Context: an optimization exercise on an open-source flow, tuned for small area. The choices shown serve that exercise and are no tape-out recipe.
The RTL was checked by simulation tests, not by an equivalence proof against the original design.
In every run shown here, the design's own scripts or RTL, not TritonCTS, make the clock network.
The flow treats the clock pin as an ideal source. Dropping or thinning the clock tree relies on that and would not hold on a real chip.
Power and IR drop assume default switching activity.

$ cat design.v
`default_nettype none
package cordic_pkg;
    typedef logic signed [8-1:0] angle_t;
endpackage
`default_nettype wire
`default_nettype none
module cordic_lut (
    input  logic [7:0]  a,
    output logic [15:0] q_n
);
    logic n25, n26, n27, n28, n29, n30, n31, n32, n33, n34, n35, n36;
    logic n37, n38, n39, n40, n41, n42, n43, n44, n45, n46, n47, n48;
    logic n49, n50, n51, n52, n53, n54, n55, n56, n57, n58, n60, n61;
    logic n62, n63, n64, n65, n66, n67, n68, n69, n70, n71, n72, n73;
    logic n74, n75, n76, n77, n78, n79, n80, n81, n83, n84, n86, n87;
    logic n88, n89, n90, n91, n92, n93, n94, n95, n96, n97, n98, n99;
    logic n100, n101, n102, n103, n104, n105, n106, n107, n108, n109, n110, n111;
    logic n112, n113, n114, n115, n116, n117, n118, n119, n120, n121, n122, n123;
    logic n124, n125, n126, n127, n128, n129, n130, n131, n132, n133, n134, n135;
    logic n136, n137, n138, n139, n140, n141, n142, n143, n144, n145, n146, n147;
    logic n148, n149, n150, n151, n152, n153, n154, n155, n156, n157, n158, n159;
    logic n160, n161, n162, n163, n164, n165, n166, n167, n168, n169, n170, n171;
    logic n172, n173, n174, n175, n176, n177, n178, n179, n180, n181, n182, n183;
    logic n184, n185, n186, n187, n188, n189, n190, n191, n192, n193, n194, n196;
    logic n197, n198, n199, n200, n201, n202, n203, n204, n205, n206, n207, n208;
    logic n209, n210, n211, n212, n213, n214, n215, n216, n217, n218, n219, n220;
    logic n221, n222, n223, n224, n225, n227, n228, n229, n230, n231, n232, n233;
    logic n234, n235, n236, n237, n238, n239, n240, n241, n242, n243, n244, n245;
    logic n246, n248, n249, n250, n251, n252, n253, n254, n255, n256, n257, n258;
    logic n259, n260, n261, n262, n263, n264, n265, n266, n267, n268, n269, n270;
    logic n271, n272, n273, n274, n275, n276, n277, n278, n279, n280, n281, n282;
    logic n283, n284, n285, n286, n287, n288, n289, n290, n291, n292, n293, n294;
    logic n295, n296, n297, n298, n299, n300, n301, n302, n303, n304, n305, n306;
    logic n307, n308, n309, n310, n311, n312, n313, n314, n315, n316, n317, n319;
    logic n320, n321, n322, n323, n324, n325, n326, n327, n329, n330, n331, n332;
    logic n333, n334, n335, n336, n337, n338, n339, n340, n341, n342, n343, n344;
    logic n345, n346, n347, n348, n349, n350, n351, n352, n353, n354, n355, n356;
    logic n357, n358, n359, n360, n361, n362, n363, n364, n365, n366, n367, n368;
    logic n369, n370, n371, n372, n373, n374, n375, n376, n377, n378, n379, n380;
    logic n381, n382, n383, n384, n385, n386, n387, n388, n389, n391, n392, n393;
    logic n394, n395, n396, n397, n398, n400, n401, n402, n403, n404, n405, n406;
    logic n407, n408, n409, n410, n411, n412, n413, n414, n415, n416, n417, n418;
    logic n419, n420, n421, n422, n424, n425, n426, n427, n428, n430, n432, n433;
    logic n434, n435, n436, n437, n438, n439, n440, n441, n442, n443, n444, n445;
    logic n446, n447, n448, n449, n450, n451, n453, n454, n455, n456, n457, n458;
    logic n459, n460, n461, n462, n463, n464, n465, n466, n467, n468;
    assign n25 = ~a[3] & ~a[4];
    assign n26 = ~a[4] & ~a[5];
    assign n27 = ~a[0] & ~n26;
    assign n28 = ~a[1] & n27;
    assign n29 = ~a[0] & ~a[1];
    assign n30 = ~n26 & n29;
    assign n31 = ~n28 & ~n30;
    assign n32 = a[2] & n31;
    assign n33 = a[3] & n32;
    assign n34 = a[4] & a[5];
    assign n35 = a[0] & a[1];
    assign n36 = n26 & n35;
    assign n37 = ~a[3] & ~n36;
    assign n38 = ~n32 & n37;
    assign n39 = ~n34 & ~n38;
    assign n40 = ~n33 & n39;
    assign n41 = ~n33 & ~n34;
    assign n42 = ~n38 & n41;
    assign n43 = ~n40 & ~n42;
    assign n44 = ~a[2] & ~a[4];
    assign n45 = ~a[2] & a[3];
    assign n46 = n29 & ~n45;
    assign n47 = n44 & n46;
    assign n48 = ~a[6] & ~n47;
    assign n49 = n43 & ~n48;
    assign n50 = n29 & n44;
    assign n51 = ~a[6] & ~n50;
    assign n52 = n43 & ~n51;
    assign n53 = ~n49 & ~n52;
    assign n54 = n25 & ~n53;
    assign n55 = ~a[5] & n54;
    assign n56 = ~a[6] & n55;
    assign n57 = a[5] & a[6];
    assign n58 = ~n54 & n57;
    assign q_n[6] = ~n56 & ~n58;
    assign n60 = a[1] & a[2];
    assign n61 = ~a[2] & a[5];
    assign n62 = ~n60 & ~n61;
    assign n63 = a[2] & ~n26;
    assign n64 = n25 & ~n63;
    assign n65 = n62 & n64;
    assign n66 = ~a[5] & n25;
    assign n67 = ~n60 & n66;
    assign n68 = ~n65 & ~n67;
    assign n69 = ~a[1] & ~a[2];
    assign n70 = ~n34 & ~n69;
    assign n71 = a[3] & ~n61;
    assign n72 = a[3] & ~a[5];
    assign n73 = ~a[2] & ~n72;
    assign n74 = a[3] & ~n73;
    assign n75 = ~n71 & ~n74;
    assign n76 = n70 & ~n75;
    assign n77 = ~a[3] & ~n70;
    assign n78 = ~a[6] & ~n77;
    assign n79 = ~n76 & n78;
    assign n80 = n68 & ~n79;
    assign n81 = ~a[7] & ~n80;
    assign q_n[7] = q_n[6] | n81;
    assign n83 = a[6] & ~n55;
    assign n84 = ~n56 & ~n83;
    assign q_n[5] = q_n[7] & ~n84;
    assign n86 = ~a[0] & a[6];
    assign n87 = a[3] & a[4];
    assign n88 = ~n62 & n87;
    assign n89 = ~a[1] & n88;
    assign n90 = a[5] & n87;
    assign n91 = n69 & n90;
    assign n92 = ~n89 & ~n91;
    assign n93 = ~a[6] & n92;
    assign n94 = a[5] & ~n29;
    assign n95 = ~n35 & n94;
    assign n96 = a[0] & a[5];
    assign n97 = ~a[1] & n96;
    assign n98 = ~a[0] & a[1];
    assign n99 = a[5] & n98;
    assign n100 = ~n97 & ~n99;
    assign n101 = a[5] & ~n35;
    assign n102 = ~n29 & n101;
    assign n103 = ~n95 & n100;
    assign n104 = ~n102 & n103;
    assign n105 = a[2] & ~a[3];
    assign n106 = ~n104 & n105;
    assign n107 = n93 & ~n106;
    assign n108 = a[5] & ~n25;
    assign n109 = ~n87 & n108;
    assign n110 = a[2] & n109;
    assign n111 = ~a[2] & ~n109;
    assign n112 = ~n110 & ~n111;
    assign n113 = ~n29 & ~n112;
    assign n114 = a[2] & ~n109;
    assign n115 = ~a[2] & ~n87;
    assign n116 = n108 & n115;
    assign n117 = ~n29 & ~n116;
    assign n118 = ~n114 & n117;
    assign n119 = ~n113 & ~n118;
    assign n120 = n107 & n119;
    assign n121 = n80 & n98;
    assign n122 = n120 & n121;
    assign n123 = ~a[1] & a[3];
    assign n124 = ~n26 & ~n123;
    assign n125 = ~n120 & ~n121;
    assign n126 = n124 & ~n125;
    assign n127 = ~n122 & n126;
    assign n128 = ~n122 & n124;
    assign n129 = ~n125 & n128;
    assign n130 = ~n127 & ~n129;
    assign n131 = ~n86 & n130;
    assign n132 = ~n61 & ~n87;
    assign n133 = a[1] & ~n132;
    assign n134 = a[4] & ~n61;
    assign n135 = ~n44 & ~n105;
    assign n136 = ~n134 & n135;
    assign n137 = ~n133 & ~n136;
    assign n138 = ~n27 & ~n137;
    assign n139 = n131 & ~n138;
    assign n140 = ~q_n[5] & n139;
    assign n141 = a[2] & n35;
    assign n142 = ~a[3] & a[5];
    assign n143 = ~n72 & ~n142;
    assign n144 = n141 & n143;
    assign n145 = ~a[6] & ~n144;
    assign n146 = n60 & n72;
    assign n147 = ~a[1] & a[5];
    assign n148 = ~a[4] & n147;
    assign n149 = ~a[1] & ~n34;
    assign n150 = a[5] & n149;
    assign n151 = ~n148 & ~n150;
    assign n152 = ~a[2] & ~n151;
    assign n153 = ~a[4] & a[5];
    assign n154 = n69 & n153;
    assign n155 = ~n152 & ~n154;
    assign n156 = ~a[2] & ~a[3];
    assign n157 = n26 & ~n156;
    assign n158 = a[6] & ~n157;
    assign n159 = n155 & ~n158;
    assign n160 = a[2] & n34;
    assign n161 = ~n159 & ~n160;
    assign n162 = ~n146 & ~n161;
    assign n163 = ~n26 & ~n34;
    assign n164 = ~n73 & ~n163;
    assign n165 = a[6] & ~n164;
    assign n166 = ~n146 & n155;
    assign n167 = ~n165 & n166;
    assign n168 = ~n162 & ~n167;
    assign n169 = ~a[0] & ~n34;
    assign n170 = n168 & n169;
    assign n171 = ~n145 & ~n170;
    assign n172 = n139 & ~n168;
    assign n173 = n171 & ~n172;
    assign n174 = ~n140 & ~n173;
    assign n175 = n98 & ~n143;
    assign n176 = n124 & ~n175;
    assign n177 = n120 & n176;
    assign n178 = ~a[4] & n33;
    assign n179 = a[4] & n142;
    assign n180 = ~a[6] & ~n179;
    assign n181 = ~a[0] & ~n180;
    assign n182 = n72 & n124;
    assign n183 = ~a[3] & a[4];
    assign n184 = n96 & ~n183;
    assign n185 = ~n149 & n184;
    assign n186 = ~n182 & ~n185;
    assign n187 = ~n181 & n186;
    assign n188 = ~n120 & ~n187;
    assign n189 = ~n178 & ~n188;
    assign n190 = ~n177 & n189;
    assign n191 = ~n168 & n190;
    assign n192 = n171 & ~n191;
    assign n193 = ~q_n[5] & n190;
    assign n194 = ~n192 & ~n193;
    assign q_n[0] = n174 | n194;
    assign n196 = ~a[0] & n25;
    assign n197 = n63 & ~n196;
    assign n198 = ~n29 & ~n147;
    assign n199 = n183 & n198;
    assign n200 = ~n29 & n183;
    assign n201 = ~n97 & n200;
    assign n202 = a[0] & ~n142;
    assign n203 = ~a[1] & ~n202;
    assign n204 = n183 & ~n203;
    assign n205 = ~n199 & ~n201;
    assign n206 = ~n204 & n205;
    assign n207 = ~n197 & n206;
    assign n208 = n48 & n207;
    assign n209 = ~a[6] & n207;
    assign n210 = n53 & n209;
    assign n211 = n48 & ~n197;
    assign n212 = n206 & n211;
    assign n213 = ~n208 & ~n210;
    assign n214 = ~n212 & n213;
    assign n215 = ~n171 & n214;
    assign n216 = ~a[5] & n156;
    assign n217 = ~a[4] & n216;
    assign n218 = ~a[2] & n66;
    assign n219 = ~n217 & ~n218;
    assign n220 = n149 & n219;
    assign n221 = a[1] & ~n219;
    assign n222 = ~n220 & ~n221;
    assign n223 = ~n107 & n222;
    assign n224 = n215 & ~n223;
    assign n225 = ~n215 & n223;
    assign q_n[1] = n224 | n225;
    assign n227 = ~a[4] & ~n141;
    assign n228 = ~n72 & ~n141;
    assign n229 = a[4] & ~n228;
    assign n230 = ~n227 & ~n229;
    assign n231 = q_n[7] & ~n230;
    assign n232 = n107 & ~n231;
    assign n233 = ~n32 & ~n34;
    assign n234 = n27 & n69;
    assign n235 = ~a[2] & ~n31;
    assign n236 = ~n234 & ~n235;
    assign n237 = n233 & n236;
    assign n238 = a[6] & ~n237;
    assign n239 = ~a[5] & ~a[6];
    assign n240 = a[3] & ~n239;
    assign n241 = ~a[4] & ~n240;
    assign n242 = ~a[6] & n26;
    assign n243 = ~n25 & ~n242;
    assign n244 = ~n241 & n243;
    assign n245 = n53 & ~n244;
    assign n246 = ~n238 & ~n245;
    assign q_n[2] = ~n232 & n246;
    assign n248 = a[5] & ~a[6];
    assign n249 = ~a[2] & a[4];
    assign n250 = ~a[1] & n249;
    assign n251 = n248 & ~n250;
    assign n252 = ~n53 & ~n251;
    assign n253 = n26 & n60;
    assign n254 = n105 & n233;
    assign n255 = ~n46 & n120;
    assign n256 = n29 & n105;
    assign n257 = ~n168 & ~n256;
    assign n258 = ~n255 & n257;
    assign n259 = ~n254 & ~n258;
    assign n260 = n105 & ~n259;
    assign n261 = ~a[3] & n29;
    assign n262 = ~n163 & n261;
    assign n263 = a[2] & n29;
    assign n264 = ~n262 & ~n263;
    assign n265 = n120 & n264;
    assign n266 = n168 & ~n261;
    assign n267 = a[2] & n262;
    assign n268 = ~n266 & ~n267;
    assign n269 = ~n265 & n268;
    assign n270 = n105 & n269;
    assign n271 = ~n260 & ~n270;
    assign n272 = ~a[5] & n29;
    assign n273 = n44 & n272;
    assign n274 = ~a[5] & n50;
    assign n275 = ~n273 & ~n274;
    assign n276 = n143 & n249;
    assign n277 = a[4] & ~n142;
    assign n278 = n73 & n277;
    assign n279 = ~n276 & ~n278;
    assign n280 = n275 & n279;
    assign n281 = n271 & n280;
    assign n282 = ~n253 & n281;
    assign n283 = ~n93 & ~n282;
    assign n284 = ~n168 & n281;
    assign n285 = ~n104 & ~n284;
    assign n286 = ~a[4] & n143;
    assign n287 = ~n202 & ~n286;
    assign n288 = ~a[4] & ~n72;
    assign n289 = ~a[0] & ~n288;
    assign n290 = ~n142 & ~n289;
    assign n291 = ~n287 & n290;
    assign n292 = a[2] & n87;
    assign n293 = a[1] & ~n292;
    assign n294 = n291 & n293;
    assign n295 = n29 & ~n286;
    assign n296 = n29 & ~n291;
    assign n297 = ~n295 & ~n296;
    assign n298 = n93 & n297;
    assign n299 = ~n294 & n298;
    assign n300 = n93 & ~n294;
    assign n301 = n297 & n300;
    assign n302 = ~n299 & ~n301;
    assign n303 = ~n285 & ~n302;
    assign n304 = ~n283 & ~n303;
    assign n305 = ~n227 & n304;
    assign n306 = ~n34 & ~n305;
    assign n307 = ~n87 & ~n306;
    assign n308 = n53 & n251;
    assign n309 = ~n307 & n308;
    assign n310 = ~n252 & ~n309;
    assign n311 = ~n69 & n90;
    assign n312 = n53 & ~n311;
    assign n313 = ~a[6] & n153;
    assign n314 = ~n305 & n313;
    assign n315 = n312 & ~n314;
    assign n316 = ~n312 & n314;
    assign n317 = ~n315 & ~n316;
    assign q_n[3] = ~n310 & n317;
    assign n319 = ~n239 & ~n306;
    assign n320 = n54 & ~n248;
    assign n321 = ~n319 & ~n320;
    assign n322 = q_n[7] & ~n321;
    assign n323 = a[6] & n305;
    assign n324 = ~a[5] & ~n54;
    assign n325 = ~n323 & n324;
    assign n326 = q_n[7] & ~n314;
    assign n327 = ~n325 & n326;
    assign q_n[4] = n322 | n327;
    assign n329 = ~n119 & n124;
    assign n330 = ~n292 & ~n329;
    assign n331 = ~a[5] & ~n330;
    assign n332 = ~n123 & ~n272;
    assign n333 = ~a[0] & ~n134;
    assign n334 = ~a[2] & ~n333;
    assign n335 = ~n332 & ~n334;
    assign n336 = n25 & n35;
    assign n337 = a[6] & ~n336;
    assign n338 = a[5] & ~n249;
    assign n339 = ~n256 & n338;
    assign n340 = n87 & ~n98;
    assign n341 = n339 & ~n340;
    assign n342 = n337 & ~n341;
    assign n343 = ~n335 & n342;
    assign n344 = a[0] & n87;
    assign n345 = n339 & ~n344;
    assign n346 = n337 & ~n345;
    assign n347 = ~n335 & n346;
    assign n348 = ~n343 & ~n347;
    assign n349 = ~n331 & ~n348;
    assign n350 = ~n207 & ~n305;
    assign n351 = ~a[1] & a[2];
    assign n352 = ~n99 & ~n351;
    assign n353 = ~n75 & ~n352;
    assign n354 = n153 & ~n351;
    assign n355 = a[6] & ~n354;
    assign n356 = ~n336 & n355;
    assign n357 = a[4] & ~a[5];
    assign n358 = n29 & ~n142;
    assign n359 = ~n357 & n358;
    assign n360 = ~n182 & ~n359;
    assign n361 = n356 & n360;
    assign n362 = ~n353 & n361;
    assign n363 = ~n350 & n362;
    assign n364 = ~n349 & ~n363;
    assign n365 = ~n133 & n151;
    assign n366 = a[2] & ~n365;
    assign n367 = ~n87 & n133;
    assign n368 = ~n64 & ~n367;
    assign n369 = ~n366 & n368;
    assign n370 = a[0] & ~n369;
    assign n371 = ~a[0] & ~n25;
    assign n372 = ~n88 & n371;
    assign n373 = ~n110 & n372;
    assign n374 = n107 & ~n373;
    assign n375 = ~n370 & n374;
    assign n376 = n60 & n87;
    assign n377 = ~n25 & ~n376;
    assign n378 = a[0] & n377;
    assign n379 = a[5] & ~n115;
    assign n380 = ~n292 & n379;
    assign n381 = ~a[0] & ~n377;
    assign n382 = ~n380 & ~n381;
    assign n383 = ~n378 & n382;
    assign n384 = ~n60 & ~n69;
    assign n385 = ~n87 & n96;
    assign n386 = n384 & n385;
    assign n387 = n107 & ~n386;
    assign n388 = ~n383 & n387;
    assign n389 = ~n375 & ~n388;
    assign q_n[8] = ~n364 | ~n389;
    assign n391 = n275 & q_n[8];
    assign n392 = a[7] & ~n391;
    assign n393 = n304 & ~n392;
    assign n394 = ~n304 & n392;
    assign n395 = ~n393 & ~n394;
    assign n396 = ~n304 & ~n392;
    assign n397 = n304 & n392;
    assign n398 = ~n396 & ~n397;
    assign q_n[9] = n395 | ~n398;
    assign n400 = ~n304 & q_n[8];
    assign n401 = a[7] & ~n400;
    assign n402 = ~n131 & n216;
    assign n403 = ~n107 & n183;
    assign n404 = ~n259 & ~n403;
    assign n405 = ~n402 & n404;
    assign n406 = a[2] & ~a[4];
    assign n407 = ~a[3] & ~n406;
    assign n408 = ~n107 & n407;
    assign n409 = n269 & ~n408;
    assign n410 = ~n405 & ~n409;
    assign n411 = ~n401 & n410;
    assign n412 = ~n392 & ~n401;
    assign n413 = ~n410 & ~n412;
    assign n414 = ~n411 & ~n413;
    assign n415 = n401 & n410;
    assign n416 = ~n392 & ~n410;
    assign n417 = ~n401 & n416;
    assign n418 = ~n415 & ~n417;
    assign n419 = ~n401 & ~n416;
    assign n420 = n401 & ~n410;
    assign n421 = ~n419 & ~n420;
    assign n422 = ~n414 & n418;
    assign q_n[10] = n421 | ~n422;
    assign n424 = n400 & ~n410;
    assign n425 = ~n43 & n424;
    assign n426 = a[7] & n80;
    assign n427 = ~n81 & ~n426;
    assign n428 = ~n424 & n427;
    assign q_n[11] = ~n425 & ~n428;
    assign n430 = a[2] & n54;
    assign q_n[14] = ~a[7] & ~n430;
    assign n432 = ~a[6] & ~n87;
    assign n433 = n25 & ~q_n[11];
    assign n434 = n432 & ~n433;
    assign n435 = q_n[14] & ~n434;
    assign n436 = ~a[3] & q_n[11];
    assign n437 = ~a[4] & n436;
    assign n438 = n25 & q_n[11];
    assign n439 = ~n437 & ~n438;
    assign n440 = ~a[4] & ~q_n[14];
    assign n441 = ~n436 & ~n440;
    assign n442 = ~a[6] & ~n441;
    assign n443 = n439 & n442;
    assign n444 = ~n435 & ~n443;
    assign n445 = ~q_n[14] & ~n432;
    assign n446 = a[4] & q_n[11];
    assign n447 = a[3] & ~q_n[14];
    assign n448 = n432 & ~n447;
    assign n449 = ~n433 & n448;
    assign n450 = ~n446 & n449;
    assign n451 = ~n445 & ~n450;
    assign q_n[12] = n444 | ~n451;
    assign n453 = n239 & ~q_n[14];
    assign n454 = n439 & n453;
    assign n455 = ~a[6] & ~n108;
    assign n456 = q_n[14] & ~n455;
    assign n457 = n248 & ~n439;
    assign n458 = ~n456 & ~n457;
    assign n459 = ~n454 & n458;
    assign n460 = a[7] & n439;
    assign n461 = ~a[5] & ~n460;
    assign n462 = a[5] & n439;
    assign n463 = ~a[6] & ~n462;
    assign n464 = ~n461 & n463;
    assign n465 = ~n456 & ~n464;
    assign n466 = ~n454 & ~n456;
    assign n467 = ~n457 & n466;
    assign n468 = ~n459 & ~n465;
    assign q_n[13] = n467 | ~n468;
    assign q_n[15] = ~a[7];
endmodule
`default_nettype wire
`default_nettype none
`timescale 1ns/1ps
module cordic_sincos (
    input  logic               clk,
    input  logic               rst_n,
    input  cordic_pkg::angle_t angle,
    output cordic_pkg::angle_t sine,
    output cordic_pkg::angle_t cosine
);
    localparam int DEPTH = 14;
    localparam int DLY_N = DEPTH;
    logic [8*DLY_N-1:0] dly;
    logic [7:0]         folded;
    assign folded = {dly[7], dly[7] ? 7'd0 - dly[6:0] : dly[6:0]};
    always_ff @(posedge clk) begin
        dly <= {dly[8*(DLY_N-1)-1:8], folded, angle};
    end
    logic [3:0] run;
    logic       run_fb;
    logic       valid;
    assign run_fb = run[3] ? (~run[0] & (run[2] | run[1])) : run[0];
    assign valid  = (run == 4'b0000);
    always_ff @(posedge clk or negedge rst_n) begin
        if (!rst_n) begin
            run <= 4'b0011;
        end else begin
            run <= {run[2:0], run_fb};
        end
    end
    logic [15:0] lut_n;
    cordic_lut u_lut (
        .a(dly[8*DLY_N-1 -: 8]),
        .q_n(lut_n)
    );
    assign sine   = valid ? ~lut_n[15:8] : 8'h00;
    assign cosine = valid ? ~lut_n[7:0]  : 8'h00;
endmodule
`default_nettype wire
$ cat flow/run.sh
#!/bin/bash
# Own layout flow: the standard layout, except that
#  - the clock tree is two levels of small buffers (flow/pre_cts.tcl), with
#    useful skew on the delay line -> table -> result register path;
#  - ports are buffered with the smallest buffer.
# Registers, their names and cell types are those of the standard synthesis.
set -euo pipefail
HERE=$(pwd)

# the standard synthesis script with only the ABC script swapped
sed -e 's|log_cmd abc {\*}\$abc_args|log_cmd abc -script '"$HERE"'/flow/abc_area_only.script {*}[lrange $abc_args 2 end]|' \
    "$FLOW_HOME/scripts/synth.tcl" > "$HERE/synth_area.tcl"
grep -q 'abc_area_only.script' "$HERE/synth_area.tcl"
sed -e 's|source \$::env(SCRIPTS_DIR)/synth.tcl|source '"$HERE"'/synth_area.tcl|' \
    "$HERE/synth_recipe.tcl" > "$HERE/own_synth.tcl"
grep -q 'synth_area.tcl' "$HERE/own_synth.tcl"

bash "$HERE/standard.sh" \
    "SYNTH_SCRIPT=$HERE/own_synth.tcl" \
    "ADDER_MAP_FILE=" \
    "PRE_CTS_TCL=$HERE/flow/pre_cts.tcl" \
    "BUFFER_PORTS_ARGS=-buffer_cell sky130_fd_sc_hd__buf_1" \
    finish > "$HERE/flow_make.log" 2>&1
$ cat flow/abc_area_only.script
strash
dch -f
map
topo
stime -c
$ cat flow/manual_cts.tcl
# A two-level clock tree of small buffers, built by hand in place of TritonCTS.
# The clock port drives a few root buffers; each root drives a group of leaf
# buffers, each leaf one spatial group of flip-flops. Two register groups get
# useful skew for the one long register-to-register path (last delay stage ->
# table logic -> result register), which no port path crosses:
#  - early sinks (the last delay stage) hang on the root nets directly;
#  - late sinks (the result register) get leaves fed from a normal leaf's net.

proc mcts_center { inst } {
  set bb [$inst getBBox]
  return [list [expr {([$bb xMin] + [$bb xMax]) / 2}] [expr {([$bb yMin] + [$bb yMax]) / 2}]]
}

# split items ({x y payload}) into k groups of near-equal size, recursively
# cutting across the longer side
proc mcts_groups { items k } {
  if { $k <= 1 || [llength $items] <= 1 } { return [list $items] }
  set xs [lsort -integer [lmap i $items {lindex $i 0}]]
  set ys [lsort -integer [lmap i $items {lindex $i 1}]]
  set w [expr {[lindex $xs end] - [lindex $xs 0]}]
  set h [expr {[lindex $ys end] - [lindex $ys 0]}]
  set idx [expr {$w >= $h ? 0 : 1}]
  set sorted [lsort -integer -index $idx $items]
  set k1 [expr {$k / 2}]
  set n1 [expr {([llength $sorted] * $k1 + $k / 2) / $k}]
  return [concat [mcts_groups [lrange $sorted 0 [expr {$n1 - 1}]] $k1] \
                 [mcts_groups [lrange $sorted $n1 end] [expr {$k - $k1}]]]
}

proc mcts_nearest { xy cands } {
  # cands: list of {x y payload}; returns the payload nearest to xy
  set best ""
  set bd -1
  foreach c $cands {
    set d [expr {abs([lindex $c 0] - [lindex $xy 0]) + abs([lindex $c 1] - [lindex $xy 1])}]
    if { $bd < 0 || $d < $bd } { set bd $d; set best [lindex $c 2] }
  }
  return $best
}

# drive the iterms in group (items {x y iterm}) from a new buffer of master
# whose input is on net in_net; returns {x y inst out_net}
proc mcts_buffer { block master name group in_net } {
  set inst [odb::dbInst_create $block $master "clkbuf_$name"]
  set net [odb::dbNet_create $block "clknet_$name"]
  $net setSigType CLOCK
  set sx 0; set sy 0
  foreach item $group {
    set it [lindex $item 2]
    $it disconnect
    $it connect $net
    incr sx [lindex $item 0]; incr sy [lindex $item 1]
  }
  set n [llength $group]
  set x [expr {$sx / $n}]
  set y [expr {$sy / $n}]
  [$inst findITerm A] connect $in_net
  [$inst findITerm X] connect $net
  $inst setLocation $x $y
  $inst setPlacementStatus PLACED
  puts "manual clock tree: clkbuf_$name ([$master getName]) drives $n pins"
  return [list $x $y $inst $net]
}

proc manual_clock_tree { leaf_cell n_leaves root_cell n_roots early_re late_re n_late {late_cell ""} } {
  set db [ord::get_db]
  set block [ord::get_db_block]
  set clk [$block findNet clk]
  set leaf_master [$db findMaster $leaf_cell]
  set root_master [$db findMaster $root_cell]
  if { $late_cell eq "" } { set late_cell $leaf_cell }
  set late_master [$db findMaster $late_cell]
  set normal {}
  set early {}
  set late {}
  foreach it [$clk getITerms] {
    set inst [$it getInst]
    set item [concat [mcts_center $inst] [list $it]]
    set name [$inst getName]
    if { [regexp $early_re $name] } {
      lappend early $item
    } elseif { [regexp $late_re $name] } {
      lappend late $item
    } else {
      lappend normal $item
    }
  }
  puts "manual clock tree: [llength $normal] normal, [llength $early] early, [llength $late] late sinks"
  # normal leaves, first on the clock net, moved under the roots below
  set leaves {}
  set i 0
  foreach g [mcts_groups $normal $n_leaves] {
    lappend leaves [mcts_buffer $block $leaf_master "leaf_$i" $g $clk]
    incr i
  }
  # late leaves, fed from the nearest normal leaf's output net
  set j 0
  if { [llength $late] == 0 } { set n_late 0 }
  foreach g [lrange [mcts_groups $late $n_late] 0 [expr {$n_late - 1}]] {
    set sx 0; set sy 0
    foreach item $g { incr sx [lindex $item 0]; incr sy [lindex $item 1] }
    set xy [list [expr {$sx / [llength $g]}] [expr {$sy / [llength $g]}]]
    set src [mcts_nearest $xy [lmap l $leaves {list [lindex $l 0] [lindex $l 1] [lindex $l 3]}]]
    mcts_buffer $block $late_master "late_$j" $g $src
    incr j
  }
  # roots: each drives a group of normal leaves and the early sinks nearest to it
  set litems [lmap l $leaves {list [lindex $l 0] [lindex $l 1] [[lindex $l 2] findITerm A]}]
  set rgroups [mcts_groups $litems $n_roots]
  set centers {}
  set k 0
  foreach g $rgroups {
    set sx 0; set sy 0
    foreach item $g { incr sx [lindex $item 0]; incr sy [lindex $item 1] }
    lappend centers [list [expr {$sx / [llength $g]}] [expr {$sy / [llength $g]}] $k]
    incr k
  }
  foreach e $early {
    set r [mcts_nearest [lrange $e 0 1] $centers]
    lset rgroups $r [concat [lindex $rgroups $r] [list $e]]
  }
  set k 0
  foreach g $rgroups {
    mcts_buffer $block $root_master "root_$k" $g $clk
    incr k
  }
  global_connect
}

# Largest slew (rise or fall, max corner) over the flip-flop clock pins on net.
proc mcts_net_ff_slew { net } {
  set mx 0.0
  foreach p [get_pins -quiet -of_objects [get_nets [$net getName]] -filter "direction == input"] {
    if { [get_property $p lib_pin_name] ne "CLK" } { continue }
    foreach s [list [get_property $p slew_max_rise] [get_property $p slew_max_fall]] {
      if { $s > $mx } { set mx $s }
    }
  }
  return $mx
}

proc mcts_fix_slew { target_ns max_new max_port } {
  set block [ord::get_db_block]
  set clk [$block findNet clk]
  set added 0
  set_propagated_clock [all_clocks]
  while { $added < $max_new } {
    estimate_parasitics -placement
    set worst ""
    set worst_slew $target_ns
    foreach net [$block getNets] {
      if { ![string match "clknet_*" [$net getName]] } { continue }
      set s [mcts_net_ff_slew $net]
      if { $s > $worst_slew } { set worst_slew $s; set worst $net }
    }
    if { $worst eq "" } { break }
    set drv ""
    foreach it [$worst getITerms] {
      if { [$it isOutputSignal] } { set drv [$it getInst] }
    }
    set in_net [[$drv findITerm A] getNet]
    if { $in_net eq $clk && [llength [$clk getITerms]] >= $max_port } {
      puts "manual clock tree: [$worst getName] slew $worst_slew, but the clock port drives $max_port pins already"
      break
    }
    set items {}
    foreach it [$worst getITerms] {
      if { [$it isOutputSignal] } { continue }
      lappend items [concat [mcts_center [$it getInst]] [list $it]]
    }
    if { [llength $items] < 2 } { break }
    set halves [mcts_groups $items 2]
    puts "manual clock tree: [$worst getName] slew [format %.3f $worst_slew] ns, splitting its [llength $items] loads"
    mcts_buffer $block [$drv getMaster] "split_$added" [lindex $halves 1] $in_net
    # move the first half's buffer to that half's centre
    set sx 0; set sy 0
    foreach item [lindex $halves 0] { incr sx [lindex $item 0]; incr sy [lindex $item 1] }
    set n [llength [lindex $halves 0]]
    $drv setLocation [expr {$sx / $n}] [expr {$sy / $n}]
    incr added
  }
  global_connect
  return $added
}
$ cat flow/pre_cts.tcl
# Stands in for TritonCTS: a two-level tree of small buffers (see manual_cts.tcl),
# without skew. Clock nets whose flip-flop pins would see a slew over 118 ps
# are then split.
source [file join [file dirname [info script]] manual_cts.tcl]
rename clock_tree_synthesis triton_clock_tree_synthesis
proc clock_tree_synthesis { args } {
  manual_clock_tree sky130_fd_sc_hd__buf_4 10 sky130_fd_sc_hd__buf_4 2 {^$} {^$} 0
  mcts_fix_slew 0.118 6 4
}
$ cat standard.sh
#!/bin/bash
# synth_recipe.tcl (not shown) runs the flow's synth.tcl, then flattens the netlist and writes it again
# the make line also repeats each setting of config.mk as NAME=value (left out here)
make -C /OpenROAD-flow-scripts/flow DESIGN_CONFIG=/design/flow/config.mk WORK_HOME=/design/flow/orfs CLKGATE_MAP_FILE= SYNTH_SCRIPT=/design/flow/synth_recipe.tcl "${@:-finish}"
$ cat config.mk
export PLATFORM = sky130hd
export DESIGN_NAME = cordic_sincos
export DESIGN_NICKNAME = cordic_sincos
export VERILOG_FILES = /design/flow/design.v
export SDC_FILE = /design/flow/constraint.sdc
export NUM_CORES = 4
export LEC_CHECK = 0
export CAP_MARGIN = 5
export CORE_MARGIN = 2
export CORE_UTILIZATION = 55
export GPL_TIMING_DRIVEN = 0
export SETUP_SLACK_MARGIN = -0.15
export SLEW_MARGIN = 5
$ cat constraint.sdc
create_clock -name core_clock -period 4.0 [get_ports {clk}]
set_input_delay 0.8000 -clock core_clock [delete_from_list [all_inputs] [get_ports {clk}]]
set_output_delay 0.8000 -clock core_clock [all_outputs]
set_load 0.01 [all_outputs]
==> results of run 1 <==
critical path, stage by stage, from the launching register on:
cell and delay (ns):
dfxtp_2 0.58, clkinvlp_4 0.28, nor2_1 0.28, nor2_1 0.16
clkinv_1 0.09, o22ai_1 0.10, nand3_1 0.11, o211ai_1 0.12
o2bb2ai_1 0.32, nand3_1 0.15, nand2_1 0.15, a41oi_1 0.11
a21oi_1 0.16, buf_1 0.17
cell families (layout without fill, tap and decap cells):
family,after synthesis,count (layout),synth area share
buffers and inverters,25,62,0.0273
flip-flops,116,116,0.683
AND/OR/NAND/NOR,105,105,0.130
AO/OA/AOI/OAI,82,82,0.145
XOR/XNOR,6,6,0.0153
layout make-up:
cell class | count | area, um2 | area share
Sequential cell | 116 | 2350 | 0.627
Buffer | 12 | 90.1 | 0.0240
Timing Repair Buffer | 25 | 93.8 | 0.0250
Tap cell | 75 | 93.8 | 0.0250
Multi-Input combinational cell | 193 | 1010 | 0.269
Inverter | 25 | 113 | 0.0300
sequential cells by signal, summed over array words and instances (netlist names):
name and cells:
dly 112, run 4
worst max-delay path by stage:
stage,startpoint,end,cells past startpoint
after floorplan,dly[109],sine[4],12
after global placement,dly[106],sine[4],11
after detailed placement,dly[107],sine[4],11
after CTS,dly[108],sine[4],13
after global routing,dly[107],sine[5],13
final,dly[107],sine[5],13
cell usage after synthesis, types with 2 or more instances:
cell / number / area (um2)
clkinv_1: 25 / 93.8
a41oi_1: 2 / 17.5
o22ai_1: 3 / 18.8
nand2_1: 36 / 135
nand4_1: 5 / 31.3
nand3_1: 17 / 85.1
o31ai_1: 2 / 15.0
nor2_1: 36 / 135
dfrtp_1: 2 / 50.1
xnor2_1: 2 / 17.5
o21ai_0: 22 / 110
nor3_1: 9 / 45.0
a21oi_1: 26 / 130
a21o_2: 2 / 17.5
a31oi_1: 9 / 56.3
o211ai_1: 6 / 45.0
dfxtp_1: 112 / 2240
xor2_1: 4 / 35.0
dfstp_2: 2 / 52.6
layout by cell type (no fill, tap or decap), drive strengths merged, types with 4 or more instances in the layout:
cell type	count
nand4	5
a21oi	26
nor2	36
clkinv	20
clkinvlp	5
nand3	17
xor2	4
dfxtp	112
nand2	36
nor3	9
buf	37
o211ai	6
a31oi	9
o21ai	22
through the flow:
step	total power, mW	worst slack, ns	setup TNS (ns)
after floorplan	1.56	0.837	0
after global placement	1.67	-0.00512	-0.00512
after detailed placement	1.67	0.105	0
after CTS	2.12	-0.140	-0.315
after global routing	2.23	-0.155	-0.353
final	2.11	0.103	0
timing repair:
action	CTS	global route
gates resized for setup	2	13
hold endpoints to repair	0	0
buffers inserted	0	0
cloned	0	0
pin swaps	0	0
endpoints found under the setup margin	2	12
where the power goes:
group	total, mW	internal [mW]	switching [mW]
logic	0.335	0.114	0.221
registers	1.33	1.27	0.0598
clock network	0.451	0.154	0.297
total	2.11	1.53	0.578
routing by layer:
| layer | vias to the layer above | routed length (um) | track usage | part of all wire |
|---|---|---|---|---|
| met5 | - | 0 | 0 | 0 |
| met4 | 0 | 249 | 0.0790 | 0.039 |
| met3 | 25 | 458 | 0.0239 | 0.071 |
| met2 | 136 | 2980 | 0.319 | 0.46 |
| met1 | 1131 | 2730 | 0.232 | 0.43 |
| li1 | 1226 | - | - | - |
==> run summary, run 1 <==
| Quantity | Reported | Unit |
| --- | --- | --- |
| Placed Area | 3620 | um2 |
| Worst-Margin Slew | 1.01 | ns |
| Result of the run | complete, no violations | - |
| Remaining max-slew budget at the tightest pin | 0.321 | - |
| Placed instance count | 434 | - |
| Starting density of the core | 0.573 | - |
| Worst-case hold slack | 0.298 | ns |
| Worst reg2reg startpoint | dly[1] | - |
| Synthesized area per cell | 10.3 | um2 |
| Cell area after synthesis | 3430 | um2 |
| Vias per inst | 5.65 | - |
| Vias | 2,518 | - |
| Number of nets in the layout | 383 | - |
| Number of antenna-violating nets in the routed design | 0 | - |
| Period Utilization, post-route | 0.974 | - |
| Highest clock rate | 257 | MHz |
| Fraction of the yosys area taken by sequential cells | 0.683 | - |
| Iteration-0 DRC Markers | 224 | - |
| Routability cong. | 0.933 | - |
| # DRC | 0 | - |
| Count of different cell masters after synthesis | 31 | - |
| Routed length per placed instance | 14.4 | um |
| Worst voltage drop across the vdd grid | 0.000403 | V |
| EDFF count, synth | 0 | - |
| Largest net degree at the start of global routing | 19 | - |
| Total power density per cell area | 563 | nW/um2 |
| Wire length of the first global-routing pass | 10,800 | um |
| Kind of critical path | register to primary output | - |
| Sort of element at the end of the critical path | primary output | - |
| Post-route minimum period | 3.90 | ns |
| Die boundary height | 83.0 | um |
| Number of global-route vias before repair | 2,360 | - |
| Number of diodes | 0 | - |
| Worst setup slack for register-to-register paths | 2.41 | ns |
| Worst clock skew | 0.0336 | ns |
| Async set or reset register ratio after synthesis | 0.0345 | - |
| Setup crit start kind | register | - |
| Fin area | 3750 | um2 |
| Overall die width | 83.0 | um |
| Final setup violation count | 0 | - |
| Placed wire-length estimate | 4360 | um |
| Number of filler cells placed in the layout | 512 | - |
| CP Data Required Time | 3.20 | ns |
| Routed WL | 6410 | um |
| Number of ports placed on the die boundary | 26 | - |
| Share of the core filled with cells in the final layout | 0.627 | - |
| Max-cap violations | 0 | - |
| Total iterations of the first detailed-routing run | 5 | - |
| Clock-pin slew reported for the worst setup and hold paths after clock tree synthesis | 0.09 | ns |
| Number of pins exceeding their max-slew limit in the final report | 0 | - |
| Data arrival time of the critical path | 3.10 | ns |
| Register bit total from synthesis | 116 | - |
| Non-filler cells, final | 446 | - |
| Grt total ovfl | 0 | - |
| Later-pin clock latency in the skew report | 0.31 | ns |
| Number of antenna violations at the first check in global routing | 0 | - |
| Maximum fanout along the worst path | 17 | - |
| Area growth syn-to-layout | 9.33 | % |
| Ys Warns | 1 | - |
| Synthesized instance count | 334 | - |
| Share of post-route cells with drive strength above 1 | 0.0836 | - |
| Depth of the worst register-to-register path | 6 | - |
| Overall Global Routing Usage | 0.185 | - |
| Number of rows created at floorplan | 28 | - |
| Lkg Pwr | 1.46 | nW |
| Reg-to-Reg End | dly[14] | - |
| Post-Syn Nets | 344 | - |
| Main synth FF type | dfxtp_1 | - |
| Class of the worst hold path | primary input to asynchronous set/reset pin | - |
| CTS Hold Buffers Added | 0 | - |
| Total core area | 5990 | um2 |
| Total die area | 6890 | um2 |
| Total count of hold-check failures in the final report | 0 | - |
| Port buffer count | 25 | - |
==> inputs of run 2 (changes only) <==
==> flow/abc_area_only.script (replaced) <==
strash
dch
map
topo
stime -c
--- a/config.mk
+++ b/config.mk
@@ -11,2 +11,3 @@
 export GPL_TIMING_DRIVEN = 0
+export PLACE_DENSITY = 0.75
 export SETUP_SLACK_MARGIN = -0.15
==> run summary, run 2 <==
| Quantity | Reported | Unit | Change |
| --- | --- | --- | --- |
| Area growth syn-to-layout | 9.19 | % | was 9.33% |
| Async set or reset register ratio after synthesis | 0.0345 | - | unchanged |
| Synthesized instance count | 340 | - | was 334 |
| Number of ports placed on the die boundary | 26 | - | unchanged |
| Period Utilization, post-route | 0.976 | - | was 0.974 |
| EDFF count, synth | 0 | - | unchanged |
| Worst reg2reg startpoint | dly[1] | - | unchanged |
| Kind of critical path | register to primary output | - | unchanged |
| Total power density per cell area | 565 | nW/um2 | was 563 nW/um2 |
| Total power draw | 2.12 | mW | was 2.11 mW |
| Worst voltage drop across the vdd grid | 0.000406 | V | was 0.000403 V |
| Placed Area | 3620 | um2 | about the same |
| Number of global-route vias before repair | 2,414 | - | was 2,360 |
| Class of the worst hold path | primary input to asynchronous set/reset pin | - | unchanged |
| Remaining max-slew budget at the tightest pin | 0.399 | - | was 0.321 |
| Total count of hold-check failures in the final report | 0 | - | unchanged |
| Flip-flop count of the largest register, all copies and words added | 112 | - | unchanged |
| Sort of element at the end of the critical path | primary output | - | unchanged |
| Grt total ovfl | 0 | - | unchanged |
| Data arrival time of the critical path | 3.10 | ns | about the same |
| Post-route minimum period | 3.90 | ns | about the same |
| Sequential Power Share | 0.628 | - | about the same |
| Cell area after synthesis | 3430 | um2 | about the same |
| Library cell occupying the most area in the post-synthesis netlist | dfxtp_1 | - | unchanged |
| Register with the most flip-flops | dly | - | unchanged |
| Largest net degree at the start of global routing | 19 | - | unchanged |
| Worst clock skew | 0.0319 | ns | was 0.0336 ns |
| Most frequent cell after synthesis | dfxtp_1 | - | unchanged |
| Die boundary height | 83.0 | um | about the same |
| Synthesized area per cell | 10.1 | um2 | was 10.3 um2 |
| Maximum fanout along the worst path | 18 | - | was 17 |
| Number of buffers inserted by post-CTS setup repair | 0 | - | unchanged |
| Setup crit start kind | register | - | unchanged |
| Synth top cells by count | dfxtp_1 (112), nor2_1 (46), nand2_1 (34), a21oi_1 (30), clkinv_1 (29) | - | was dfxtp_1 (112), nand2_1 (36), nor2_1 (36), a21oi_1 (26), clkinv_1 (25) |
| Number of diodes | 0 | - | unchanged |
| Number of filler cells placed in the layout | 485 | - | was 512 |
| Later-pin clock latency in the skew report | 0.32 | ns | was 0.31 ns |
| Switching power as a share of total power | 0.277 | - | was 0.274 |
| Starting density of the core | 0.573 | - | about the same |
| Number of antenna-violating nets in the routed design | 0 | - | unchanged |
| Overall Global Routing Usage | 0.205 | - | was 0.185 |
| Power share of the combinational group | 0.155 | - | was 0.158 |
| Total die area | 6890 | um2 | about the same |
| Routed WL | 6980 | um | was 6410 um |
| CTS Hold Buffers Added | 0 | - | unchanged |
| Worst-Margin Slew | 0.893 | ns | was 1.01 ns |
| Top-area cell type share of the netlist area | 0.653 | - | about the same |
| Number of pins exceeding their max-slew limit in the final report | 0 | - | unchanged |
| Highest clock rate | 256 | MHz | was 257 MHz |
| Overall die width | 83.0 | um | about the same |
| Cell types occupying the most area after synthesis | dfxtp_1 (65%), nor2_1 (5.0%), a21oi_1 (4.4%), nand2_1 (3.7%), o21ai_0 (3.5%) | - | was dfxtp_1 (65%), nand2_1 (3.9%), nor2_1 (3.9%), a21oi_1 (3.8%), o21ai_0 (3.2%) |
| Power Internal | 1.53 | mW | about the same |
| CP Data Required Time | 3.20 | ns | about the same |
| Lkg Pwr | 1.48 | nW | was 1.46 nW |
| Most frequent cells in the layout | dfxtp_1 (105), nor2_1 (45), nand2_1 (33) | - | was dfxtp_1 (108), nand2_1 (36), nor2_1 (35) |
| Total iterations of the first detailed-routing run | 5 | - | unchanged |
| Max-cap violations | 0 | - | unchanged |
| Fraction of the yosys area taken by sequential cells | 0.683 | - | about the same |
| Clock network power share | 0.217 | - | was 0.214 |
| Clock-pin slew reported for the worst setup and hold paths after clock tree synthesis | 0.10 | ns | was 0.09 ns |
| Placed wire-length estimate | 5010 | um | was 4360 um |
| Result of the run | complete, no violations | - | unchanged |
| Share of post-route cells with drive strength above 1 | 0.0875 | - | was 0.0836 |
| Registers with the most flip-flops | dly (112), run (4) | - | unchanged |
| Final setup violation count | 0 | - | unchanged |
| Number of nets in the layout | 389 | - | was 383 |
| Number of rows created at floorplan | 28 | - | unchanged |
| Number of antenna violations at the first check in global routing | 0 | - | unchanged |
| Post-Syn Nets | 350 | - | was 344 |
| Most common library cell in the layout ignoring fill and taps | dfxtp_1 | - | unchanged |
| Iteration-0 DRC Markers | 161 | - | was 224 |
| Routed length per placed instance | 15.4 | um | was 14.4 um |
| Main synth FF type | dfxtp_1 | - | unchanged |
| Ys Warns | 1 | - | unchanged |
| Fin area | 3750 | um2 | about the same |
| # DRC | 0 | - | unchanged |
| Vias per inst | 5.62 | - | was 5.65 |
| Worst setup path startpoint | dly[109] | - | was dly[107] |
| Port buffer count | 25 | - | unchanged |
| Wire length of the first global-routing pass | 11,700 | um | was 10,800 um |
| P_sw | 0.585 | mW | was 0.578 mW |
| Total core area | 5990 | um2 | unchanged |
| Count of different cell masters after synthesis | 30 | - | was 31 |
| Routability cong. | 0.964 | - | was 0.933 |
| Vias | 2,540 | - | was 2,518 |
| Register bit total from synthesis | 116 | - | unchanged |
## run 2: cell types whose count changed after synthesis, moves of 3 or more
cell      delta
clkinv_1     +4
a21oi_1      +4
nor2_1      +10
nor3_1       -4
xor2_1       -3
a31oi_1      -4
## run 2: power groups by stage
stage / clock (mW) / sequential [mW] / combinational (mW)
6_report: 0.460 / 1.33 / 0.327
5_1_grt: 0.521 / 1.34 / 0.365
4_1_cts: 0.481 / 1.33 / 0.319
3_5_place_dp: 0 / 1.35 / 0.316
3_3_place_gp: 0 / 1.35 / 0.318
2_1_floorplan: 0 / 1.33 / 0.226
## run 2: metrics by stage
step / hold WS (ns) / setup slack (ns) / cells / setup TNS (ns) / utilization
finish: 0.289 / 0.0979 / 452 / 0 / 0.626
global route: 0.288 / -0.150 / 452 / -0.349 / 0.626
CTS: 0.274 / -0.0288 / 452 / -0.0557 / 0.620
detailed placement: 0.312 / -0.273 / 440 / -1.06 / 0.604
global placement: 0.309 / -0.350 / 440 / -1.47 / 0.604
floorplan: 0.310 / 0.622 / 340 / 0 / -
## run 2: logic make-up (layout without fill, tap and decap cells)
family,after synthesis,in the layout,share of synthesized area
AND/OR/NAND/NOR,108,108,0.132
XOR/XNOR,5,5,0.0128
buffers and inverters,29,66,0.0317
AO/OA/AOI/OAI,82,82,0.140
flip-flops,116,116,0.683
## run 2: layout make-up
| cell class | instances | area, um2 | area share |
|---|---|---|---|
| buffer | 12 | 90.1 | 0.0240 |
| sequential | 116 | 2360 | 0.629 |
| tap | 75 | 93.8 | 0.0250 |
| timing repair buffer | 25 | 93.8 | 0.0250 |
| multi-input combinational | 195 | 992 | 0.265 |
| inverter | 29 | 119 | 0.0317 |
## run 2: timing repair
action / in CTS / in global routing
gates resized for setup: 7 / 12
endpoints found under the setup margin: 12 / 7
gates cloned: 0 / 0
## run 2: final timing paths
kind	endpoint	slack, ns	cells past startpoint
worst max-delay path	cosine[0]	0.1	12
worst min-delay path	run[3]	0.29	1
worst max register to register	dly[14]	2.35	8
worst min register to register	dly[35]	0.30	0
max in group asynchronous	run[0]	3.46	1
min in group core_clock	dly[35]	0.30	0
## run 2: worst max-delay path, cell delays in order, from the launching register on
cell,delay (ns)
dfxtp_4,0.49
clkinv_2,0.22
nand2_1,0.26
a21oi_1,0.15
nand2_1,0.13
nand2_1,0.08
o21ai_1,0.32
or2_2,0.20
nand3_1,0.11
a21o_2,0.23
a21oi_1,0.27
a32o_1,0.17
buf_1,0.16
## run 2: routing by layer
layer / up-vias / track usage / share of wire
met5: - / 0 / 0
met4: 0 / 0.0492 / 0.023
met3: 12 / 0.0258 / 0.079
met2: 135 / 0.359 / 0.49
met1: 1162 / 0.271 / 0.41
li1: 1231 / - / -
==> inputs of run 3 (changes only) <==
--- a/config.mk
+++ b/config.mk
@@ -9,5 +9,4 @@
 export CORE_MARGIN = 2
-export CORE_UTILIZATION = 55
+export CORE_UTILIZATION = 45
 export GPL_TIMING_DRIVEN = 0
-export PLACE_DENSITY = 0.75
 export SETUP_SLACK_MARGIN = -0.15
==> run summary, run 3 <==
| Quantity | Reported | Unit | Change |
| --- | --- | --- | --- |
| Lkg Pwr | 1.48 | nW | about the same |
| Setup crit start kind | register | - | unchanged |
| Overall Global Routing Usage | 0.149 | - | was 0.205 |
| Placed wire-length estimate | 4380 | um | was 5010 um |
| Vias per inst | 5.18 | - | was 5.62 |
| CTS Hold Buffers Added | 0 | - | unchanged |
| Met1 wire length | 2650 | um | was 2870 um |
| Total power density per cell area | 554 | nW/um2 | was 565 nW/um2 |
| Number of rows created at floorplan | 31 | - | was 28 |
| Placed instance count | 464 | - | was 440 |
| Vias | 2,468 | - | was 2,540 |
| Most frequent cells in the layout | dfxtp_1 (106), nor2_1 (45), nand2_1 (34) | - | was dfxtp_1 (105), nor2_1 (45), nand2_1 (33) |
| Port buffer count | 25 | - | unchanged |
| Highest clock rate | 257 | MHz | was 256 MHz |
| Kind of cell with the highest combined delay on the critical path | compound AO/OA/AOI/OAI gates | - | unchanged |
| Depth of the worst register-to-register path | 8 | - | unchanged |
| Synthesized instance count | 340 | - | unchanged |
| Largest net degree at the start of global routing | 19 | - | unchanged |
| Number of filler cells placed in the layout | 689 | - | was 485 |
| EDFF count, synth | 0 | - | unchanged |
| Starting density of the core | 0.468 | - | was 0.573 |
| Number of antenna-violating nets in the routed design | 0 | - | unchanged |
| Max-cap violations | 0 | - | unchanged |
| Registers with the most flip-flops | dly (112), run (4) | - | unchanged |
| Fraction of the yosys area taken by sequential cells | 0.683 | - | unchanged |
| Register with the most flip-flops | dly | - | unchanged |
| Cell area after synthesis | 3430 | um2 | unchanged |
| Data arrival time of the critical path | 3.09 | ns | was 3.10 ns |
| Result of the run | complete, no violations | - | unchanged |
| Uppermost signal routing layer after detailed routing | met4 | - | unchanged |
| Class of the worst hold path | primary input to asynchronous set/reset pin | - | unchanged |
| Cell chain of the critical path | clkinvlp_4, nand2_1, a21oi_1, nand2_1, nand2_1, o21ai_0, or2_2, nand3_1, a21o_2, a21oi_1, a32o_1, buf_1 | - | was clkinv_2, nand2_1, a21oi_1, nand2_1, nand2_1, o21ai_1, or2_2, nand3_1, a21o_2, a21oi_1, a32o_1, buf_1 |
| Post-Syn Nets | 350 | - | unchanged |
| Number of diodes | 0 | - | unchanged |
| Critical path buffer and inverter count | 2 | - | unchanged |
| CP peak stage delay | 0.48 | ns | was 0.49 ns |
| Period Utilization, post-route | 0.971 | - | was 0.976 |
| Count of different cell masters after synthesis | 30 | - | unchanged |
| Non-filler cells, final | 476 | - | was 452 |
| # DRC | 0 | - | unchanged |
| Length of routed met3 wiring | 481 | um | was 550 um |
| Slowest stage cell, crit path | dfxtp_4 | - | unchanged |
| Worst setup slack for register-to-register paths | 2.45 | ns | was 2.35 ns |
| Routed WL | 6220 | um | was 6980 um |
| Register bit total from synthesis | 116 | - | unchanged |
| Worst voltage drop across the vdd grid | 0.000322 | V | was 0.000406 V |
| Post-place setup slack | -0.170 | ns | was -0.273 ns |
| Number of antenna violations at the first check in global routing | 0 | - | unchanged |
| Kind of critical path | register to primary output | - | unchanged |
| Most common library cell in the layout ignoring fill and taps | dfxtp_1 | - | unchanged |
| Async set or reset register ratio after synthesis | 0.0345 | - | unchanged |
| Iteration-0 DRC Markers | 135 | - | was 161 |
| Later-pin clock latency in the skew report | 0.29 | ns | was 0.32 ns |
| Number of global-route vias before repair | 2,226 | - | was 2,414 |
| Total count of hold-check failures in the final report | 0 | - | unchanged |
| Met2 layer wire length in the routed design | 2960 | um | was 3390 um |
| CP Data Required Time | 3.20 | ns | about the same |
| Worst reg2reg startpoint | dly[0] | - | was dly[1] |
| Routability cong. | 0.909 | - | was 0.964 |
| Final setup violation count | 0 | - | unchanged |
| Cell types occupying the most area after synthesis | dfxtp_1 (65%), nor2_1 (5.0%), a21oi_1 (4.4%), nand2_1 (3.7%), o21ai_0 (3.5%) | - | unchanged |
| Clock-pin slew reported for the worst setup and hold paths after clock tree synthesis | 0.10 | ns | about the same |
| Die boundary height | 91.3 | um | was 83.0 um |
| Total core area | 7330 | um2 | was 5990 um2 |
| Routed length per placed instance | 13.1 | um | was 15.4 um |
| Worst-Margin Slew | 1.02 | ns | was 0.893 ns |
| Share of post-route cells with drive strength above 1 | 0.0822 | - | was 0.0875 |
| Number of nets in the layout | 389 | - | unchanged |
| Area growth syn-to-layout | 10.2 | % | was 9.19% |
| Overall die width | 91.3 | um | was 83.0 um |
| Total iterations of the first detailed-routing run | 4 | - | was 5 |
| Most frequent cell after synthesis | dfxtp_1 | - | unchanged |
| Area of combinational cells with multiple inputs | 992 | um2 | unchanged |
| Post-route minimum period | 3.89 | ns | was 3.90 ns |
| Most frequent CP cell | nand2_1 | - | unchanged |
| Top-area cell type share of the netlist area | 0.653 | - | unchanged |
| Number of ports placed on the die boundary | 26 | - | unchanged |
| Number of buffers inserted by post-CTS setup repair | 0 | - | unchanged |
| Number of pins exceeding their max-slew limit in the final report | 0 | - | unchanged |
| Worst clock skew | 0.00759 | ns | was 0.0319 ns |
| Main synth FF type | dfxtp_1 | - | unchanged |
| Synth top cells by count | dfxtp_1 (112), nor2_1 (46), nand2_1 (34), a21oi_1 (30), clkinv_1 (29) | - | unchanged |
| Maximum fanout along the worst path | 16 | - | was 18 |
| Post-route worst setup slack | 0.115 | ns | was 0.0979 ns |
| Remaining max-slew budget at the tightest pin | 0.316 | - | was 0.399 |
| Synthesized area per cell | 10.1 | um2 | unchanged |
| Wire length of the first global-routing pass | 10,500 | um | was 11,700 um |
| Reg-to-Reg End | dly[14] | - | unchanged |
| Grt total ovfl | 0 | - | unchanged |
| Total die area | 8340 | um2 | was 6890 um2 |
| Sort of element at the end of the critical path | primary output | - | unchanged |
| Flip-flop count of the largest register, all copies and words added | 112 | - | unchanged |
| Library cell occupying the most area in the post-synthesis netlist | dfxtp_1 | - | unchanged |
| Area taken by flip-flops and latches | 2360 | um2 | about the same |
| Ys Warns | 1 | - | unchanged |
## run 3: metrics by stage
step	total power [mW]	util	hold WS (ns)	setup TNS (ns)	area [um2]
floorplan	1.55	-	0.310	0	3430
global placement	1.66	0.498	0.310	-1.64	3650
detailed placement	1.66	0.498	0.312	-0.545	3650
CTS	2.11	0.511	0.302	-0.252	3740
global route	2.22	0.516	0.300	-0.470	3780
finish	2.09	0.516	0.313	0	3780
## run 3: worst max-delay path by stage
stage,cells after the start,start,slack (ns),endpoint
floorplan,11,dly[109],0.62,cosine[0]
global placement,13,dly[109],-0.32,sine[5]
detailed placement,12,dly[109],-0.17,cosine[0]
CTS,10,dly[106],-0.12,cosine[0]
global route,13,dly[108],-0.16,sine[5]
finish,12,dly[108],0.11,cosine[0]
## run 3: area by class of cell
cell class | instances | share of cell area
well taps | 99 | 0.0328
plain buffers | 12 | 0.0238
repair buffers | 25 | 0.0248
flip-flops and latches | 116 | 0.624
inverters | 29 | 0.0321
multi-input cells | 195 | 0.262
## run 3: report_power, final
| part | switching [mW] | internal [mW] |
|---|---|---|
| Combinational | 0.216 | 0.109 |
| Sequential | 0.0574 | 1.27 |
| Clock | 0.290 | 0.154 |
| Total | 0.564 | 1.53 |
## run 3: layer usage
metal	vias to the layer above	GRT usage
met5	-	0
met1	1128	0.195
li1	1229	-
met2	96	0.262
met4	0	0.0341
met3	15	0.0191
## run 3: what timing repair did
item	in CTS	in global routing
hold endpoints to repair	0	0
endpoints found under the setup margin	11	10
gates resized for setup	5	12
## run 3: cells by family after synthesis
| logic type | count (synthesis) | synth area share |
|---|---|---|
| DFF | 116 | 0.683 |
| and+or+nand+nor | 108 | 0.132 |
| AOI/OAI and AO/OA | 82 | 0.140 |
| buffers and inverters | 29 | 0.0317 |
| xor gates and xnor gates | 5 | 0.0128 |
==> inputs of run 4 (changes only) <==
--- a/config.mk
+++ b/config.mk
@@ -9,3 +9,3 @@
 export CORE_MARGIN = 2
-export CORE_UTILIZATION = 45
+export CORE_UTILIZATION = 40
 export GPL_TIMING_DRIVEN = 0
==> run summary, run 4 <==
| Quantity | Reported | Unit | Change |
| --- | --- | --- | --- |
| Post-place setup slack | -0.145 | ns | was -0.170 ns |
| Routability cong. | 0.969 | - | was 0.909 |
| Clock-pin slew reported for the worst setup and hold paths after clock tree synthesis | 0.10 | ns | about the same |
| Routed WL | 6300 | um | was 6220 um |
| Worst setup slack for register-to-register paths | 2.48 | ns | was 2.45 ns |
| Port buffer count | 25 | - | unchanged |
| # DRC | 0 | - | unchanged |
| Most common library cell in the layout ignoring fill and taps | dfxtp_1 | - | unchanged |
| Sort of element at the end of the critical path | primary output | - | unchanged |
| Most frequent cells in the layout | dfxtp_1 (106), nor2_1 (45), nand2_1 (32) | - | was dfxtp_1 (106), nor2_1 (45), nand2_1 (34) |
| Post-route setup TNS | 0 | ns | unchanged |
| Area share of fa/ha/maj cells after synthesis | 0 | - | unchanged |
| Fraction of the yosys area taken by sequential cells | 0.683 | - | unchanged |
| Total core area | 8260 | um2 | was 7330 um2 |
| Fin area | 3790 | um2 | was 3780 um2 |
| Number of nets in the layout | 389 | - | unchanged |
| Register with the most flip-flops | dly | - | unchanged |
| P_sw | 0.565 | mW | was 0.564 mW |
| Cell area after synthesis | 3430 | um2 | unchanged |
| Vias | 2,497 | - | was 2,468 |
| Power share of the combinational group | 0.156 | - | was 0.155 |
| EDFF count, synth | 0 | - | unchanged |
| Total iterations of the first detailed-routing run | 4 | - | unchanged |
| Total count of hold-check failures in the final report | 0 | - | unchanged |
| Iteration-0 DRC Markers | 109 | - | was 135 |
| Overall Global Routing Usage | 0.135 | - | was 0.149 |
| Worst clock skew | 0.0131 | ns | was 0.00759 ns |
| Kind of critical path | register to primary output | - | unchanged |
| Area of combinational cells with multiple inputs | 995 | um2 | was 992 um2 |
| Later-pin clock latency in the skew report | 0.29 | ns | about the same |
| Slowest stage cell, crit path | dfxtp_1 | - | was dfxtp_4 |
| Number of filler cells placed in the layout | 795 | - | was 689 |
| Placed wire-length estimate | 4480 | um | was 4380 um |
| Synthesized area per cell | 10.1 | um2 | unchanged |
| Worst-case hold slack | 0.323 | ns | was 0.313 ns |
| Library cell occupying the most area in the post-synthesis netlist | dfxtp_1 | - | unchanged |
| Flip-flop count of the largest register, all copies and words added | 112 | - | unchanged |
| Share of the core filled with cells in the final layout | 0.459 | - | was 0.516 |
| Number of pins exceeding their max-slew limit in the final report | 0 | - | unchanged |
| Synth top cells by count | dfxtp_1 (112), nor2_1 (46), nand2_1 (34), a21oi_1 (30), clkinv_1 (29) | - | unchanged |
| Routed length per placed instance | 13.1 | um | about the same |
| Switching power as a share of total power | 0.270 | - | was 0.269 |
| Remaining max-slew budget at the tightest pin | 0.278 | - | was 0.316 |
| Overall die width | 96.6 | um | was 91.3 um |
| Class of the worst hold path | primary input to asynchronous set/reset pin | - | unchanged |
| Cell types occupying the most area after synthesis | dfxtp_1 (65%), nor2_1 (5.0%), a21oi_1 (4.4%), nand2_1 (3.7%), o21ai_0 (3.5%) | - | unchanged |
| Period Utilization, post-route | 0.954 | - | was 0.971 |
| Post-Syn Nets | 350 | - | unchanged |
| Number of antenna violations at the first check in global routing | 0 | - | unchanged |
| Registers with the most flip-flops | dly (112), run (4) | - | unchanged |
| Setup crit start kind | register | - | unchanged |
| Number of global-route vias before repair | 2,388 | - | was 2,226 |
| Result of the run | complete, no violations | - | unchanged |
| Number of buffers inserted by post-CTS setup repair | 0 | - | unchanged |
| Number of ports placed on the die boundary | 26 | - | unchanged |
| Top-area cell type share of the netlist area | 0.653 | - | unchanged |
| Async set or reset register ratio after synthesis | 0.0345 | - | unchanged |
| Share of post-route cells with drive strength above 1 | 0.0849 | - | was 0.0822 |
| Largest net degree at the start of global routing | 19 | - | unchanged |
| Ys Warns | 1 | - | unchanged |
| Most frequent cell after synthesis | dfxtp_1 | - | unchanged |
| Synthesized instance count | 340 | - | unchanged |
| Area growth syn-to-layout | 10.4 | % | was 10.2% |
| Post-route minimum period | 3.82 | ns | was 3.89 ns |
| Power Internal | 1.53 | mW | about the same |
| Dominant combinational cell family by area after synthesis | compound AO/OA/AOI/OAI gates | - | unchanged |
| Highest clock rate | 262 | MHz | was 257 MHz |
| Data arrival time of the critical path | 3.02 | ns | was 3.09 ns |
| Die boundary height | 96.6 | um | was 91.3 um |
| Total die area | 9340 | um2 | was 8340 um2 |
| CTS Hold Buffers Added | 0 | - | unchanged |
| Grt total ovfl | 0 | - | unchanged |
| Post-synthesis share of cell area spent on and, or, nand and nor gates | 0.132 | - | unchanged |
| Post-route worst setup slack | 0.183 | ns | was 0.115 ns |
| Worst-Margin Slew | 1.07 | ns | was 1.02 ns |
| Worst voltage drop across the vdd grid | 0.000288 | V | was 0.000322 V |
| Count of different cell masters after synthesis | 30 | - | unchanged |
| CP Data Required Time | 3.20 | ns | about the same |
| Post-Synth XOR/XNOR Area | 0.0128 | - | unchanged |
| Final setup violation count | 0 | - | unchanged |
| Maximum fanout along the worst path | 8 | - | was 16 |
| Clock network power share | 0.213 | - | was 0.212 |
| Wire length of the first global-routing pass | 10,800 | um | was 10,500 um |
| Max-cap violations | 0 | - | unchanged |
| Number of antenna-violating nets in the routed design | 0 | - | unchanged |
| Sequential Power Share | 0.631 | - | was 0.632 |
| CP peak stage delay | 0.54 | ns | was 0.48 ns |
| Number of rows created at floorplan | 33 | - | was 31 |
| Main synth FF type | dfxtp_1 | - | unchanged |
| Total power density per cell area | 553 | nW/um2 | was 554 nW/um2 |
| Area taken by flip-flops and latches | 2360 | um2 | unchanged |
| Portion of netlist area occupied by mux cells | 0 | - | unchanged |
| Synthesized-area fraction occupied by ao, oa, aoi and oai cells | 0.140 | - | unchanged |
| Placed Area | 3660 | um2 | was 3650 um2 |
| Number of diodes | 0 | - | unchanged |
| Register bit total from synthesis | 116 | - | unchanged |
| Lkg Pwr | 1.47 | nW | was 1.48 nW |
| Cell chain of the critical path | nand2_1, nand2_1, nor2_1, a21oi_2, nand3_1, nand4_1, a31oi_1, o2bb2ai_1, nand3_1, nand2_1, nand3_1, a41oi_1, buf_1 | - | was clkinvlp_4, nand2_1, a21oi_1, nand2_1, nand2_1, o21ai_0, or2_2, nand3_1, a21o_2, a21oi_1, a32o_1, buf_1 |
| Vias per inst | 5.18 | - | about the same |
| Starting density of the core | 0.416 | - | was 0.468 |
run 4: changes by cell type in the layout (fill, tap and decap cells not counted):
| cell | change |
|---|---|
| nand2_1 | -2 |
| nand2_2 | +2 |
| a21oi_1 | -1 |
| a21oi_2 | +1 |
| clkinv_1 | +1 |
| clkinv_2 | -1 |
| o21ai_0 | -1 |
| o21ai_1 | +1 |
| o2bb2ai_1 | +1 |
| o2bb2ai_2 | -1 |
run 4: per-layer routing:
metal / global-route usage / wire, um
met1: 0.169 / 2650
met2: 0.232 / 3000
met3: 0.0217 / 379
met4: 0.0553 / 278
met5: 0 / 0
run 4: cell type report:
cell class | instances | area share
Multi-Input combinational cell | 195 | 0.262
Sequential cell | 116 | 0.623
Buffer | 12 | 0.0238
Inverter | 29 | 0.0317
Timing Repair Buffer | 25 | 0.0248
Tap cell | 105 | 0.0347
run 4: worst max-delay path: cells and delay by family (launching register included):
family	cells	cell delay, ns
AND/OR/NAND/NOR	8	1.08
flip-flops	1	0.54
buffers and inverters	1	0.18
AO/OA/AOI/OAI	4	0.92
run 4: cell families (layout without fill, tap and decap cells):
kind of cell    count (synthesis)  count (layout)
xor+xnor                        5               5
flops                         116             116
simple gates                  108             108
buf+inv                        29              66
compound gates                 82              82
run 4: through the flow:
step / std cells / total power, mW
5_1_grt: 482 / 2.24
4_1_cts: 482 / 2.12
2_1_floorplan: 340 / 1.55
6_report: 482 / 2.10
3_3_place_gp: 470 / 1.66
3_5_place_dp: 470 / 1.66
run 4: final timing paths:
kind                       cells past startpoint     start       end
min reg2reg                                    0   dly[98]  dly[106]
max reg2reg                                    8    dly[0]   dly[14]
min in group core_clock                        0   dly[98]  dly[106]
min                                            1     rst_n    run[3]
max in group asynchronous                      1     rst_n    run[1]
max                                           13  dly[104]   sine[4]
run 4: what timing repair did:
item / CTS / global route
resized for setup: 4 / 15
cloned: 0 / 0
endpoints found under the setup margin: 11 / 11
run 4: power by group through the flow:
stage | clock, mW | sequential (mW) | combinational (mW)
after floorplan | 0 | 1.33 | 0.226
after global placement | 0 | 1.34 | 0.318
after detailed placement | 0 | 1.35 | 0.315
after CTS | 0.482 | 1.32 | 0.317
after global routing | 0.535 | 1.34 | 0.366
final | 0.447 | 1.32 | 0.326

[afterwards: timing with drivers on the ports]
No port has a modelled driver above. Below, the same layouts with a new extraction and two added sets of constraints.
Step 1 (the two cells are an assumption about what drives the block):
set clk [get_ports {clk}]
set_driving_cell -lib_cell sky130_fd_sc_hd__clkbuf_16 $clk
set_driving_cell -lib_cell sky130_fd_sc_hd__buf_2 [delete_from_list [all_inputs] $clk]
Step 2 moves the port delays by t, midway between the first and last clock arrival at a register: inputs arrive t later, outputs are due t later. That takes back most of the time a late clock gives input paths.
Slacks: no drivers / after step 1 / after step 2; pairs: no drivers / after step 1.
run	t (ns)	setup slack, ns	hold WS [ns]	worst setup path at the end	slew at the worst register clock pin (ns)
run 1	0.331	0.103 / 0.068 / 0.399	0.298 / 0.286 / 0.299	register to output	0.10 / 0.10
run 2	0.337	0.098 / 0.064 / 0.400	0.289 / 0.277 / 0.302	register to output	0.10 / 0.10
run 3	0.318	0.115 / 0.082 / 0.400	0.313 / 0.302 / 0.324	register to output	0.10 / 0.10
run 4	0.318	0.183 / 0.149 / 0.467	0.323 / 0.320 / 0.324	register to output	0.10 / 0.10
After both steps every run listed still meets setup and hold.
